What follows belongs to an exercise in optimizing a design on an open flow for small area, a short achievable clock period and few clock cycles per item; a production flow would make more cautious choices.
Only simulation tests tie the RTL to the original design; equivalence was not proved.

$ cat flow/run.sh
#!/bin/bash
# synth_recipe.tcl (not shown) runs the flow's synth.tcl, then flattens the netlist and writes it again
# the make line also repeats each setting of config.mk as NAME=value (left out here)
make -C /OpenROAD-flow-scripts/flow DESIGN_CONFIG=/design/flow/config.mk WORK_HOME=/design/flow/orfs CLKGATE_MAP_FILE= SYNTH_SCRIPT=/design/flow/synth_recipe.tcl finish
$ cat flow/config.mk
export PLATFORM = sky130hd
export DESIGN_NAME = css_length_to_fixed_px
export DESIGN_NICKNAME = css_length_to_fixed_px
export VERILOG_FILES = /design/flow/design.v
export SDC_FILE = /design/flow/constraint.sdc
export NUM_CORES = 4
export LEC_CHECK = 0
export CAP_MARGIN = 20
export CORE_MARGIN = 2
export CORE_UTILIZATION = 40
export SLEW_MARGIN = 20
$ cat flow/constraint.sdc
create_clock -name core_clock -period 10.0 [get_ports {clk}]
set_input_delay 2.0000 -clock core_clock [delete_from_list [all_inputs] [get_ports {clk}]]
set_output_delay 2.0000 -clock core_clock [all_outputs]
set_load 0.01 [all_outputs]
$ cat flow/design.v
package cltfp_pkg;
  localparam int MANT_W = 40;
  localparam int FC_W   = 3;
  localparam int SCL_W  = 16;
  localparam int DIV_W  = 20;
  localparam logic [7:0] CHR_ZERO  = 8'd48;
  localparam logic [7:0] CHR_NINE  = 8'd57;
  localparam logic [7:0] CHR_DOT   = 8'd46;
  localparam logic [7:0] CHR_SPACE = 8'd32;
  localparam logic [7:0] CHR_E     = 8'd101;
  localparam logic [7:0] CHR_M     = 8'd109;
  localparam logic [MANT_W-1:0] DEFAULT_VALUE = MANT_W'(16);
  localparam logic [SCL_W-1:0]  PX_SCALE      = SCL_W'(256);
  typedef struct packed {
    logic [MANT_W-1:0] mantissa;
    logic [FC_W-1:0]   frac_count;
    logic              digit_seen;
    logic              unit_em;
  } job_t;
endpackage
import cltfp_pkg::*;
module cltfp_front #(
  parameter int FRAC_DIGITS = 4
) (
  input  logic              clk,
  input  logic              rst,
  input  logic              accept,
  input  logic [7:0]        char_code,
  input  logic              is_end,
  output cltfp_pkg::job_t   job,
  output logic              job_push
);
  typedef enum logic [1:0] {SCAN_NUM, SCAN_UNIT, SCAN_DONE} scan_t;
  typedef enum logic [1:0] {NUM_INT, NUM_FRAC, NUM_STOP} num_t;
  typedef enum logic [1:0] {UNIT_NONE, UNIT_E, UNIT_EM, UNIT_OTHER} unit_t;
  scan_t             scan_phase, scan_phase_next;
  num_t              number_phase, number_phase_next;
  unit_t             unit_match, unit_match_next;
  logic              digit_seen, digit_seen_next;
  logic [MANT_W-1:0] mantissa, mantissa_next;
  logic [FC_W-1:0]   frac_count, frac_count_next;
  logic              is_digit;
  logic [MANT_W+3:0] mant_x10;
  logic [MANT_W-1:0] mant_pushed;
  unit_t             unit_stepped;
  always_comb begin
    is_digit = (char_code >= CHR_ZERO) && (char_code <= CHR_NINE);
    mant_x10 = ({4'b0, mantissa} << 3) + ({4'b0, mantissa} << 1)
             + (MANT_W+4)'(char_code[3:0]);
    mant_pushed = (|mant_x10[MANT_W+3:MANT_W]) ? '1 : mant_x10[MANT_W-1:0];
    case (unit_match)
      UNIT_NONE: unit_stepped = (char_code == CHR_E) ? UNIT_E : UNIT_OTHER;
      UNIT_E:    unit_stepped = (char_code == CHR_M) ? UNIT_EM : UNIT_OTHER;
      default:   unit_stepped = UNIT_OTHER;
    endcase
  end
  always_comb begin
    scan_phase_next   = scan_phase;
    number_phase_next = number_phase;
    unit_match_next   = unit_match;
    digit_seen_next   = digit_seen;
    mantissa_next     = mantissa;
    frac_count_next   = frac_count;
    if (accept) begin
      if (is_end) begin
        scan_phase_next   = SCAN_NUM;
        number_phase_next = NUM_INT;
        unit_match_next   = UNIT_NONE;
        digit_seen_next   = 1'b0;
        mantissa_next     = '0;
        frac_count_next   = '0;
      end else begin
        case (scan_phase)
          SCAN_NUM: begin
            if (is_digit) begin
              if (number_phase == NUM_INT) begin
                digit_seen_next = 1'b1;
                mantissa_next   = mant_pushed;
              end else if (number_phase == NUM_FRAC) begin
                digit_seen_next = 1'b1;
                if (frac_count < FC_W'(FRAC_DIGITS)) begin
                  mantissa_next   = mant_pushed;
                  frac_count_next = frac_count + 1'b1;
                end
              end
            end else if (char_code == CHR_DOT) begin
              number_phase_next = (number_phase == NUM_INT) ? NUM_FRAC : NUM_STOP;
            end else if (char_code != CHR_SPACE) begin
              scan_phase_next = SCAN_UNIT;
              unit_match_next = unit_stepped;
            end
          end
          SCAN_UNIT: begin
            if (char_code == CHR_SPACE) begin
              scan_phase_next = SCAN_DONE;
            end else begin
              unit_match_next = unit_stepped;
            end
          end
          default: begin
          end
        endcase
      end
    end
  end
  always_ff @(posedge clk) begin
    if (rst) begin
      scan_phase   <= SCAN_NUM;
      number_phase <= NUM_INT;
      unit_match   <= UNIT_NONE;
      digit_seen   <= 1'b0;
      mantissa     <= '0;
      frac_count   <= '0;
    end else begin
      scan_phase   <= scan_phase_next;
      number_phase <= number_phase_next;
      unit_match   <= unit_match_next;
      digit_seen   <= digit_seen_next;
      mantissa     <= mantissa_next;
      frac_count   <= frac_count_next;
    end
  end
  assign job_push       = accept && is_end;
  assign job.mantissa   = mantissa;
  assign job.frac_count = frac_count;
  assign job.digit_seen = digit_seen;
  assign job.unit_em    = (unit_match == UNIT_EM);
endmodule
import cltfp_pkg::*;
module cltfp_job_queue (
  input  logic             clk,
  input  logic             rst,
  input  logic             push,
  input  cltfp_pkg::job_t  wdata,
  output logic             full,
  input  logic             pop,
  output cltfp_pkg::job_t  rdata,
  output logic             valid
);
  logic [1:0] count;
  cltfp_pkg::job_t       slot0;
  cltfp_pkg::job_t       slot1;
  assign full  = (count == 2'd2);
  assign valid = (count != 2'd0);
  assign rdata = slot0;
  always_ff @(posedge clk) begin
    if (rst) begin
      count <= 2'd0;
    end else begin
      case ({push, pop})
        2'b01: begin
          slot0 <= slot1;
          count <= count - 2'd1;
        end
        2'b10: begin
          if (count == 2'd0) begin
            slot0 <= wdata;
          end else begin
            slot1 <= wdata;
          end
          count <= count + 2'd1;
        end
        2'b11: begin
          if (count == 2'd1) begin
            slot0 <= wdata;
          end else begin
            slot0 <= slot1;
            slot1 <= wdata;
          end
        end
        default: begin
        end
      endcase
    end
  end
endmodule
import cltfp_pkg::*;
module cltfp_scaler (
  input  logic                        clk,
  input  logic                        rst,
  input  logic                        job_valid,
  input  cltfp_pkg::job_t             job,
  output logic                        job_pop,
  input  logic [cltfp_pkg::SCL_W-1:0] em_scale,
  output logic                        res_valid,
  input  logic                        pop,
  output logic [31:0]                 px_value,
  output logic                        invalid
);
  localparam int PROD_W = MANT_W + SCL_W;
  localparam int CNT_W  = $clog2(PROD_W);
  function automatic logic [DIV_W-1:0] pow10(input logic [FC_W-1:0] n);
    case (n)
      3'd0:    pow10 = DIV_W'(1);
      3'd1:    pow10 = DIV_W'(10);
      3'd2:    pow10 = DIV_W'(100);
      3'd3:    pow10 = DIV_W'(1000);
      3'd4:    pow10 = DIV_W'(10000);
      3'd5:    pow10 = DIV_W'(100000);
      3'd6:    pow10 = DIV_W'(1000000);
      default: pow10 = DIV_W'(1);
    endcase
  endfunction
  typedef enum logic [1:0] {ST_IDLE, ST_MUL, ST_DIV, ST_DONE} state_t;
  state_t            state;
  logic [MANT_W-1:0] mult_a;
  logic [SCL_W-1:0]  mult_b;
  logic [FC_W-1:0]   fc;
  logic              sat;
  logic              inv;
  logic [PROD_W-1:0] dividend;
  logic [PROD_W-1:0] quo;
  logic [DIV_W-1:0]  rem;
  logic [DIV_W-1:0]  divisor;
  logic [CNT_W-1:0]  bit_cnt;
  logic [DIV_W:0]    trial;
  logic              ge;
  logic [DIV_W:0]    trial_sub;
  logic              load;
  always_comb begin
    trial     = {rem, dividend[PROD_W-1]};
    ge        = (trial >= {1'b0, divisor});
    trial_sub = trial - {1'b0, divisor};
  end
  assign job_pop = (state == ST_IDLE) && job_valid;
  assign load    = (state == ST_DONE) && (!res_valid || pop);
  always_ff @(posedge clk) begin
    if (rst) begin
      state     <= ST_IDLE;
      res_valid <= 1'b0;
    end else begin
      case (state)
        ST_IDLE: begin
          if (job_valid) begin
            mult_a <= job.digit_seen ? job.mantissa : DEFAULT_VALUE;
            mult_b <= job.unit_em ? em_scale : PX_SCALE;
            fc     <= job.digit_seen ? job.frac_count : '0;
            sat    <= job.digit_seen && (&job.mantissa);
            inv    <= !job.digit_seen;
            state  <= ST_MUL;
          end
        end
        ST_MUL: begin
          dividend <= mult_a * mult_b;
          divisor  <= pow10(fc);
          rem      <= '0;
          quo      <= '0;
          bit_cnt  <= CNT_W'(PROD_W - 1);
          state    <= ST_DIV;
        end
        ST_DIV: begin
          rem      <= ge ? trial_sub[DIV_W-1:0] : trial[DIV_W-1:0];
          quo      <= {quo[PROD_W-2:0], ge};
          dividend <= {dividend[PROD_W-2:0], 1'b0};
          bit_cnt  <= bit_cnt - 1'b1;
          if (bit_cnt == '0) begin
            state <= ST_DONE;
          end
        end
        ST_DONE: begin
          if (load) begin
            state <= ST_IDLE;
          end
        end
        default: begin
          state <= ST_IDLE;
        end
      endcase
      if (load) begin
        px_value  <= (sat || (|quo[PROD_W-1:32])) ? '1 : quo[31:0];
        invalid   <= inv;
        res_valid <= 1'b1;
      end else if (pop) begin
        res_valid <= 1'b0;
      end
    end
  end
endmodule
import cltfp_pkg::*;
module css_length_to_fixed_px #(
  parameter int FRAC_DIGITS = 4
) (
  input  logic        clk,
  input  logic        rst,
  input  logic        push,
  output logic        full,
  input  logic [7:0]  char_code,
  input  logic        is_end,
  output logic        empty,
  input  logic        pop,
  output logic [31:0] px_value,
  output logic        invalid,
  input  logic        em_to_px_we,
  input  logic [15:0] em_to_px
);
  logic [SCL_W-1:0] em_scale;
  logic  accept;
  logic  job_push;
  cltfp_pkg::job_t  front_job;
  logic  q_full;
  logic  q_valid;
  cltfp_pkg::job_t  q_job;
  logic  q_pop;
  logic  res_valid;
  assign full   = q_full;
  assign accept = push && !q_full;
  assign empty  = !res_valid;
  always_ff @(posedge clk) begin
    if (rst) begin
      em_scale <= SCL_W'(4096);
    end else if (em_to_px_we) begin
      em_scale <= em_to_px;
    end
  end
  cltfp_front #(
    .FRAC_DIGITS (FRAC_DIGITS)
  ) u_front (
    .clk       (clk),
    .rst       (rst),
    .accept    (accept),
    .char_code (char_code),
    .is_end    (is_end),
    .job       (front_job),
    .job_push  (job_push)
  );
  cltfp_job_queue u_queue (
    .clk   (clk),
    .rst   (rst),
    .push  (job_push),
    .wdata (front_job),
    .full  (q_full),
    .pop   (q_pop),
    .rdata (q_job),
    .valid (q_valid)
  );
  cltfp_scaler u_scaler (
    .clk       (clk),
    .rst       (rst),
    .job_valid (q_valid),
    .job       (q_job),
    .job_pop   (q_pop),
    .em_scale  (em_scale),
    .res_valid (res_valid),
    .pop       (pop),
    .px_value  (px_value),
    .invalid   (invalid)
  );
endmodule
==> metrics.md <==
| Metric | Value |
|---|---|
| Ant diodes | `0` |
| Sequential fraction of the synthesis area | `between 20% and 30%` |
| Nets | `about 4.8k` |
| CP Data Arrival Time | `slightly above 8 ns` |
| Port buffer count | `between 60 and 70` |
| Drt drc | `0` |
| Number of max-cap violations | `0` |
| Post-cts sizing count | `0` |
| Via count | `about 28k` |
| Syn Nets | `between 4k and 5k` |
| Pin count of the biggest net entering global routing | `approximately 140` |
| CTS tree | `done` |
| Most numerous cell in the Yosys netlist | `inv_1` |
| Synth area leaders | `fa_1 (27%), edfxtp_1 (25%), ha_1 (7.4%)` |
| Synth Cell Area | `0.0398 mm²` |
| Rel. slew slack | `about a quarter` |
| XOR/XNOR Fraction of Synth Area | `under 10%` |
| CTS Hold Bufs | `0` |
| Routed Antenna Nets | `0` |
| Initial DRC Count | `roughly 2.2k` |
| Initial Util | `just over 40%` |
| Status | `finished clean` |
| EDFF count, synth | `about 340` |
| Post-CTS Setup Bufs | `0` |
| Most common cell on crit path | `fa_1` |
| DP Area | `0.0417 mm²` |
| Clock Path Buffers | `3` |
| Post-synth top cells | `inv_1 (651), nand2_1 (581), fa_1 (533), edfxtp_1 (336), and2_1 (325)` |
| Fmax achieved | `0.128 GHz` |
| Crit start category | `register` |
| Synth Area in Adders | `around 34%` |
| Total grt overflow | `0` |
| Post-Synth Simple-Gate Area | `between 10% and 20%` |
| Worst hold slack | `0.477 ns` |
| Synth Warn # | `4` |
| First-pass GRT wire length | `roughly 160 mm` |
| Required @ worst endpoint | `10.31 ns` |
| TritonRoute pass-1 iters | `5` |
| Critical Path End Type | `register` |
| Final setup violation count | `0` |
| CTS Buf Count | `49` |
| Crit path kind | `register to register` |
| Synth unique cells | `84` |
| Core Region | `~0.1 mm²` |
| CP max stage delay | `between 1 and 1.5 ns` |
| Mux cell area share after synthesis | `0.970%` |
| Post-Syn Instances | `slightly above 4k` |
| Main combinational cell family by area after synthesis | `adder cells` |
| Finished layout cell area | `between 0.04 and 0.05 mm²` |
| Via/cell ratio | `between 5 and 6` |
| Slew Viols, Final | `0` |
| Slew @ Worst Pin | `between 1 and 1.5 ns` |
| Die Wd | `~320 µm` |
| Main synth FF type | `edfxtp_1` |
| Hpwl dp | `a little over 70 mm` |
| Rows | `115` |
| Share of the synthesized area in the top cell type | `a little over a quarter` |
| Layout Skew | `about 0.027 ns` |
| Post-Route WL | `about 99 mm` |
| Clock sink count | `around 410` |
| Slowest-stage cell, CP | `edfxtp_1` |
| Initial antenna violation count | `1` |
| IO Count | `65` |
| Setup tns final | `0 ns` |
| Period utilization | `approximately 78%` |
| Tmin final | `approximately 7.8 ns` |
| Post-synth top area cell | `fa_1` |
| Crit path buffers/inverters | `3` |
| Critical path fanouts, max | `18` |
| Avg WL per Cell | `about 19 µm` |
| Area growth, synth to finish | `8.64%` |
| Hold Fails Final Rpt | `0` |
| Clock transition at path regs | `~0.06 ns` |
| Hold Crit Class | `register to register` |
| Root buf cell | `clkbuf_16` |
| Chip Height | `~320 µm` |
| GPL Wtd Cong | `a little under 0.9` |
| H-tree depth | `2` |
| Layout cells sized above 1 | `about 4.3%` |
| Register bit total from synthesis | `407` |
| Global Route Usage Sum | `between 10% and 20%` |
| Share of synthesized flip-flops with an asynchronous set or reset | `0%` |
| Crit-path cells | `nand2_1, fa_1, inv_1, fa_1, fa_1, fa_1, fa_1, inv_1, fa_1, inv_1, ha_1, a21oi_1, o21a_1, nor3b_1, a2111oi_0, nand2_1, o311ai_1, a41oi_1, xor2_1, o21ai_1` |
| CP top delay family | `adder cells` |
| Synth Area in Compound Gates | `between 10% and 20%` |
| RSZ-0062 raised after global routing | `false` |
| Clock latency (worst-skew pair) | `0.61 ns` |
| Die ar. | `slightly above 0.1 mm²` |
| Number of global-route vias before repair | `29.6k` |
| Avg Inst Size Synth | `9.86 µm²` |
[registers in the layout (all words and copies together), names as in the netlist, 3 cells and up]
signal,cells
u_queue.slot0,45
u_queue.slot1,45
u_scaler.mult_b,16
em_scale,16
u_scaler.fc,3
u_scaler.rem,20
u_front.frac_count,3
u_scaler.divisor,14
u_scaler.quo,56
u_scaler.dividend,56
u_scaler.bit_cnt,6
u_scaler.px_value,32
u_scaler.mult_a,40
u_front.mantissa,40
[final timing paths]
| kind | from | endpoint | slack (ns) | depth (start not counted) |
|---|---|---|---|---|
| worst min-delay path | u_front.digit_seen$_SDFFE_PP0P_ | u_queue.slot1[1]$_DFFE_PP_ | 0.48 | 0 |
| worst max register to register | u_scaler.mult_b[10]$_SDFFCE_PN0P_ | u_scaler.dividend[50]$_DFFE_PP_ | 2.17 | 20 |
| worst max-delay path | u_scaler.mult_b[10]$_SDFFCE_PN0P_ | u_scaler.dividend[50]$_DFFE_PP_ | 2.17 | 20 |
| worst min register to register | u_front.digit_seen$_SDFFE_PP0P_ | u_queue.slot1[1]$_DFFE_PP_ | 0.48 | 0 |
[layout make-up]
cell class | count | area, µm²
repair buffers | 104 | 963
well taps | 1287 | 1610
clock buffers | 60 | 1350
clock inverters | 32 | 254
inverters | 652 | 2450
multi-input cells | 2772 | 25200
fillers | 9534 | 55300
flip-flops and latches | 407 | 11500
[routing by layer]
layer | GRT usage, % | vias up | part of all wire, %
met1 | 25.6 | 14119 | 42
li1 | - | 13003 | -
met4 | 7.73 | 2 | 4.0
met3 | 2.93 | 182 | 5.4
met5 | 0 | - | 0.013
met2 | 33.9 | 738 | 48
[cells by family (layout without fill, tap and decap cells)]
kind of cell	Yosys count	in the layout
compound gates	605	605
xor+xnor	94	94
fa+ha+maj	770	770
buf+inv	862	848
flops	407	407
mux	38	38
simple gates	1265	1265
[through the flow]
stage               util (%)  setup slack (ns)  instances
finish                  43.9              2.17       5314
global route            43.9              1.78       5314
CTS                     43.9              2.27       5313
detailed placement      42.3              2.31       5221
global placement        42.3              2.36       5219
floorplan                  -              1.10       4041
[layout by cell type, fill, tap and decap left out, types with 10 or more instances in the layout]
| cell type | count |
|---|---|
| inv_1 | 651 |
| nand2_1 | 580 |
| fa_1 | 533 |
| edfxtp_1 | 336 |
| and2_1 | 325 |
| ha_1 | 236 |
| a21oi_1 | 187 |
| nor2_1 | 123 |
| o21ai_0 | 106 |
| dfxtp_1 | 71 |
| clkdlybuf4s50_1 | 63 |
| a21o_1 | 60 |
| xnor2_1 | 52 |
| clkbuf_16 | 51 |
| a22o_1 | 45 |
| xor2_1 | 42 |
| or3_1 | 39 |
| a31oi_1 | 38 |
| nand4_1 | 37 |
| buf_4 | 37 |
| mux2i_1 | 32 |
| nor3_1 | 30 |
| nand3_1 | 30 |
| o21a_1 | 21 |
| and3_1 | 21 |
| a211oi_1 | 19 |
| nor2b_1 | 15 |
| nand2b_1 | 14 |
| nor4_1 | 13 |
| o21bai_1 | 12 |
| o31ai_1 | 10 |
| a31oi_4 | 10 |
| clkinv_2 | 10 |
| clkinv_1 | 10 |
Testbench counts, summed over its fixed seeds: cycles 188,885, items 3,200.

[re-timing with driven ports]
The flow's constraints put no driver on any port. The routed layout listed below was extracted and timed again, unchanged, in two steps. Step 1 assumes that a clkbuf_16 drives the clock port and a buf_2 every other input. Step 2, shift: input delay + t, output delay - t, t = (earliest + latest rising clock arrival at the registers) / 2. This alone moves slack from input paths to output paths. a / b / c = ideal / step 1 / step 2; a / b = the first two.
t, ns: 0.655
setup WS [ns]: 2.166 / 2.166 / 2.166
worst setup path after step 2: register to register
latest minus earliest clock arrival (ns): 0.028 / 0.027
cell pins on the clock port's net: 1
After both steps this run still meets setup and hold. The setup slack of this run moves by 0.000 ns with the drivers and by 0.000 ns with both steps.
